What follows belongs to an exercise in optimizing a design on an open flow for small area and a short achievable clock period; a production flow would make more cautious choices.
In this exercise RTL edits were held to simulation tests only and were not proved equivalent to the original.
No activity file was given, so power comes from the tool's default toggle rates.

v6:
Design etapa_decodificacion, start of the top module:
module etapa_decodificacion #(
   parameter int DATA_W = 32,
   parameter int NREG   = 32,
   parameter int REG_AW = 5
) (
   input  logic              clk,
   input  logic              rst,
   input  logic [31:0]       instruccion,
   input  logic              in_valid,
   output logic              in_ready,
   input  logic              sel,
   input  logic              sel2,
   input  logic              flush,
   input  logic              we,
   input  logic [REG_AW-1:0] wr_addr,
   input  logic [DATA_W-1:0] wr_data,
   output logic [DATA_W-1:0] salida1,
   output logic [DATA_W-1:0] salida2,
   output logic [3:0]        salida3,
   output logic [REG_AW-1:0] dest,
   output logic              out_valid,
   input  logic              out_ready
);
   logic [REG_AW-1:0] rs, rt, rd;
   logic [15:0]       imm;
   logic [5:0]        funct;
   logic [DATA_W-1:0] imm_ext, nxt1, nxt2;
   logic [REG_AW-1:0] dst_sel;
   logic [3:0]        alu_f;
   logic              xfer_in;
   logic              load;
   logic              out_ready_n;
   assign rs    = REG_AW'(instruccion[25:21]);
   assign rt    = REG_AW'(instruccion[20:16]);
   assign rd    = REG_AW'(instruccion[15:11]);
   assign imm   = instruccion[15:0];
   assign funct = instruccion[5:0];
   assign imm_ext = {{(DATA_W-16){imm[15]}}, imm};
   assign dst_sel = sel ? rd : rt;
   always_comb begin
      alu_f = ALU_INV;
      case (funct)
         FUNCT_ADD: alu_f = ALU_ADD;
         FUNCT_SUB: alu_f = ALU_SUB;
         FUNCT_AND: alu_f = ALU_AND;
         FUNCT_OR:  alu_f = ALU_OR;
         FUNCT_NOR: alu_f = ALU_NOR;
         FUNCT_SLT: alu_f = ALU_SLT;
         default:   alu_f = ALU_INV;
      endcase
   end
   rf_inv   u_ordy_n (.a(out_ready), .y(out_ready_n));
   rf_nand2 u_in_rdy (.a(out_valid), .b(out_ready_n), .y(in_ready));
   assign load    = !out_valid || out_ready;
   assign xfer_in = in_valid && load;
  ...
For scale: about 3,900 cells after synthesis, ~150 I/O pins, ~43,000 um^2 of cells after synthesis.
==> module rf_sel, before the edit <==
module rf_sel (
   input  logic        rst,
   input  logic        we,
   input  logic [4:0]  wr_addr,
   input  logic [4:0]  rd_addr1,
   input  logic [4:0]  rd_addr2,
   input  logic        en1,    
   input  logic        en2,    
   output logic [31:1] ld,
   output logic [31:1] ld_n,
   output logic [31:1] s1,
   output logic [31:1] s2
);
   logic [4:0] wa_n, ra1_n, ra2_n;
   logic       rst_n;
   logic [3:0] wh_n, h1_n, h2_n;
   logic [7:0] wl_n, l1_n, l2_n;
   for (genvar b = 0; b < 5; b++) begin : g_inv
      rf_inv u_w (.a(wr_addr[b]),  .y(wa_n[b]));
      rf_inv u_1 (.a(rd_addr1[b]), .y(ra1_n[b]));
      rf_inv u_2 (.a(rd_addr2[b]), .y(ra2_n[b]));
   end
   rf_inv u_rst (.a(rst), .y(rst_n));
   rf_pre2 u_wh (.en(we),  .f(wr_addr[4:3]),  .f_n(wa_n[4:3]),  .y_n(wh_n));
   rf_pre3 u_wl (          .f(wr_addr[2:0]),  .f_n(wa_n[2:0]),  .y_n(wl_n));
   rf_pre2  u_h1 (.en(en1), .f(rd_addr1[4:3]), .f_n(ra1_n[4:3]), .y_n(h1_n));
   rf_pre3 u_l1 (          .f(rd_addr1[2:0]), .f_n(ra1_n[2:0]), .y_n(l1_n));
   rf_pre2e2 u_h2 (.en_a(en1), .en_b(en2), .f(rd_addr2[4:3]), .f_n(ra2_n[4:3]), .y_n(h2_n));
   rf_pre3 u_l2 (          .f(rd_addr2[2:0]), .f_n(ra2_n[2:0]), .y_n(l2_n));
   for (genvar i = 1; i < 32; i++) begin : g_r
      logic wen;
      rf_o21ai u_ld (.a1(wh_n[i/8]), .a2(wl_n[i%8]), .b1(rst_n), .y(ld[i]));
      rf_o21a  u_ln (.a1(wh_n[i/8]), .a2(wl_n[i%8]), .b1(rst_n), .y(ld_n[i]));
      rf_nor2  u_we (.a(wh_n[i/8]), .b(wl_n[i%8]), .y(wen));
      rf_nor3  u_s1 (.a(h1_n[i/8]), .b(l1_n[i%8]), .c(wen), .y(s1[i]));
      rf_nor3  u_s2 (.a(h2_n[i/8]), .b(l2_n[i%8]), .c(wen), .y(s2[i]));
   end
endmodule
==> flow/config.mk <==
export PLATFORM = sky130hd
export DESIGN_NAME = etapa_decodificacion
export DESIGN_NICKNAME = etapa_decodificacion
export VERILOG_FILES = /design/flow/design.v
export SDC_FILE = /design/flow/constraint.sdc
export NUM_CORES = 4
export LEC_CHECK = 0
export ABC_CLOCK_PERIOD_IN_PS = 1000
export CAP_MARGIN = 20
export CORE_MARGIN = 2
export CORE_UTILIZATION = 55
export CTS_BUF_LIST = sky130_fd_sc_hd__clkbuf_8 sky130_fd_sc_hd__clkbuf_4
export SETUP_SLACK_MARGIN = 2.6
export SLEW_MARGIN = 20
export SYNTH_HIERARCHICAL = 1
export TNS_END_PERCENT = 20
==> flow/constraint.sdc <==
create_clock -name core_clock -period 5.0 [get_ports {clk}]
set_input_delay 1.0000 -clock core_clock [delete_from_list [all_inputs] [get_ports {clk}]]
set_output_delay 1.0000 -clock core_clock [all_outputs]
set_load 0.01 [all_outputs]
standard.sh (not shown) runs the stock make flow with config.mk's settings and CLKGATE_MAP_FILE= SYNTH_SCRIPT=/design/flow/synth_recipe.tcl, a recipe that flattens the netlist after the stock synthesis.
==> flow/flow/run.sh <==
#!/bin/bash
# The standard layout (the standard.sh, standard synthesis unchanged), with
# these placement, resizing and clock-tree settings changed:
#  - input and output ports are buffered with buf_2 instead of the buffer
#    buffer_ports picks by itself (a delay cell on this platform);
#  - the resizer may change a cell to one of another footprint;
#  - clock-tree synthesis clusters up to 14 sinks per leaf buffer and inserts
#    no dummy loads (clock buffers from the same list as config.mk's).
# make's full output goes to flow_make.log in this folder; ORFS keeps each
# tool's own log under orfs/logs/.
set -euo pipefail
bash standard.sh \
  MATCH_CELL_FOOTPRINT=0 \
  "BUFFER_PORTS_ARGS=-buffer_cell sky130_fd_sc_hd__buf_2" \
  "CTS_ARGS=-sink_clustering_enable -repair_clock_nets -dont_use_dummy_load -sink_clustering_size 14 -sink_clustering_max_diameter 50 -buf_list {sky130_fd_sc_hd__clkbuf_8 sky130_fd_sc_hd__clkbuf_4}" \
  finish > flow_make.log 2>&1
Relative to v6, the following input files were edited for v7:
--- a/flow/design.v
+++ b/flow/design.v
@@ -124,16 +124,20 @@
 );
    logic [4:0] wa_n, ra1_n, ra2_n;
    logic       rst_n;
-   logic [3:0] wh_n, h1_n, h2_n;
-   logic [7:0] wl_n, l1_n, l2_n;
+   logic [3:0] wh_n, h1_n, h2_n, sh_n;
+   logic [7:0] wl_n, l1_n, l2_n, sl_n;
+   logic [4:0] sa_n;
    for (genvar b = 0; b < 5; b++) begin : g_inv
       rf_inv u_w (.a(wr_addr[b]),  .y(wa_n[b]));
+      rf_inv u_s (.a(wr_addr[b]),  .y(sa_n[b]));
       rf_inv u_1 (.a(rd_addr1[b]), .y(ra1_n[b]));
       rf_inv u_2 (.a(rd_addr2[b]), .y(ra2_n[b]));
    end
    rf_inv u_rst (.a(rst), .y(rst_n));
    rf_pre2 u_wh (.en(we),  .f(wr_addr[4:3]),  .f_n(wa_n[4:3]),  .y_n(wh_n));
    rf_pre3 u_wl (          .f(wr_addr[2:0]),  .f_n(wa_n[2:0]),  .y_n(wl_n));
+   rf_pre2 u_sh (.en(we),  .f(wr_addr[4:3]),  .f_n(sa_n[4:3]),  .y_n(sh_n));
+   rf_pre3 u_sl (          .f(wr_addr[2:0]),  .f_n(sa_n[2:0]),  .y_n(sl_n));
    rf_pre2  u_h1 (.en(en1), .f(rd_addr1[4:3]), .f_n(ra1_n[4:3]), .y_n(h1_n));
    rf_pre3 u_l1 (          .f(rd_addr1[2:0]), .f_n(ra1_n[2:0]), .y_n(l1_n));
    rf_pre2e2 u_h2 (.en_a(en1), .en_b(en2), .f(rd_addr2[4:3]), .f_n(ra2_n[4:3]), .y_n(h2_n));
@@ -142,7 +146,7 @@
       logic wen;
       rf_o21ai u_ld (.a1(wh_n[i/8]), .a2(wl_n[i%8]), .b1(rst_n), .y(ld[i]));
       rf_o21a  u_ln (.a1(wh_n[i/8]), .a2(wl_n[i%8]), .b1(rst_n), .y(ld_n[i]));
-      rf_nor2  u_we (.a(wh_n[i/8]), .b(wl_n[i%8]), .y(wen));
+      rf_nor2  u_we (.a(sh_n[i/8]), .b(sl_n[i%8]), .y(wen));
       rf_nor3  u_s1 (.a(h1_n[i/8]), .b(l1_n[i%8]), .c(wen), .y(s1[i]));
       rf_nor3  u_s2 (.a(h2_n[i/8]), .b(l2_n[i%8]), .c(wen), .y(s2[i]));
    end
## What came out
v7: all stages complete, timing, DRC and antenna checks passed. Diff v7..v6 | wire length | negligible. v7 vs. v6: non-clock buffer contribution to total cell area went down by 0.61 points. Pre-CTS setup slack ended up 0.13 ns higher on v7 than on v6. v7 and v6 ended up with roughly the same cell area. Post-route worst hold slack delta for v7 relative to v6: 0.0040 ns higher. For the worst voltage drop across the vdd grid, v7 came in 14% lower than v6 did. Synthesized netlist net count grows slightly when moving from v6 to v7. v6 has higher combined buffer and inverter count along the critical path than v7. The first-pass GRT wire length was comparable across v7 and v6. The lower share of total power in the clock network of v7 and v6 is in v6.

[port drivers added, routing unchanged]
Ports are ideal in the flow. The routed layouts listed here were re-timed in OpenROAD. Step 1, drivers: a clkbuf_16 drives clk and a buf_2 each remaining input, both assumed. Step 2 also shifts input and output timing later by t, the mid clock arrival at the registers, as if the neighbouring blocks saw the same clock. Slacks: ideal / step 1 / step 2; pairs: ideal / step 1.
| run | t (ns) | setup WS [ns] | worst setup path at the end |
|---|---|---|---|
| v6 | 0.810 | 2.433 / 2.401 / 1.604 | input to register |
| v7 | 0.817 | 2.284 / 2.321 / 1.504 | input to register |
After both steps every run listed still meets setup and hold. The setup slack of v6, which loses most, moves by -0.032 ns with the drivers and by -0.829 ns with both steps.
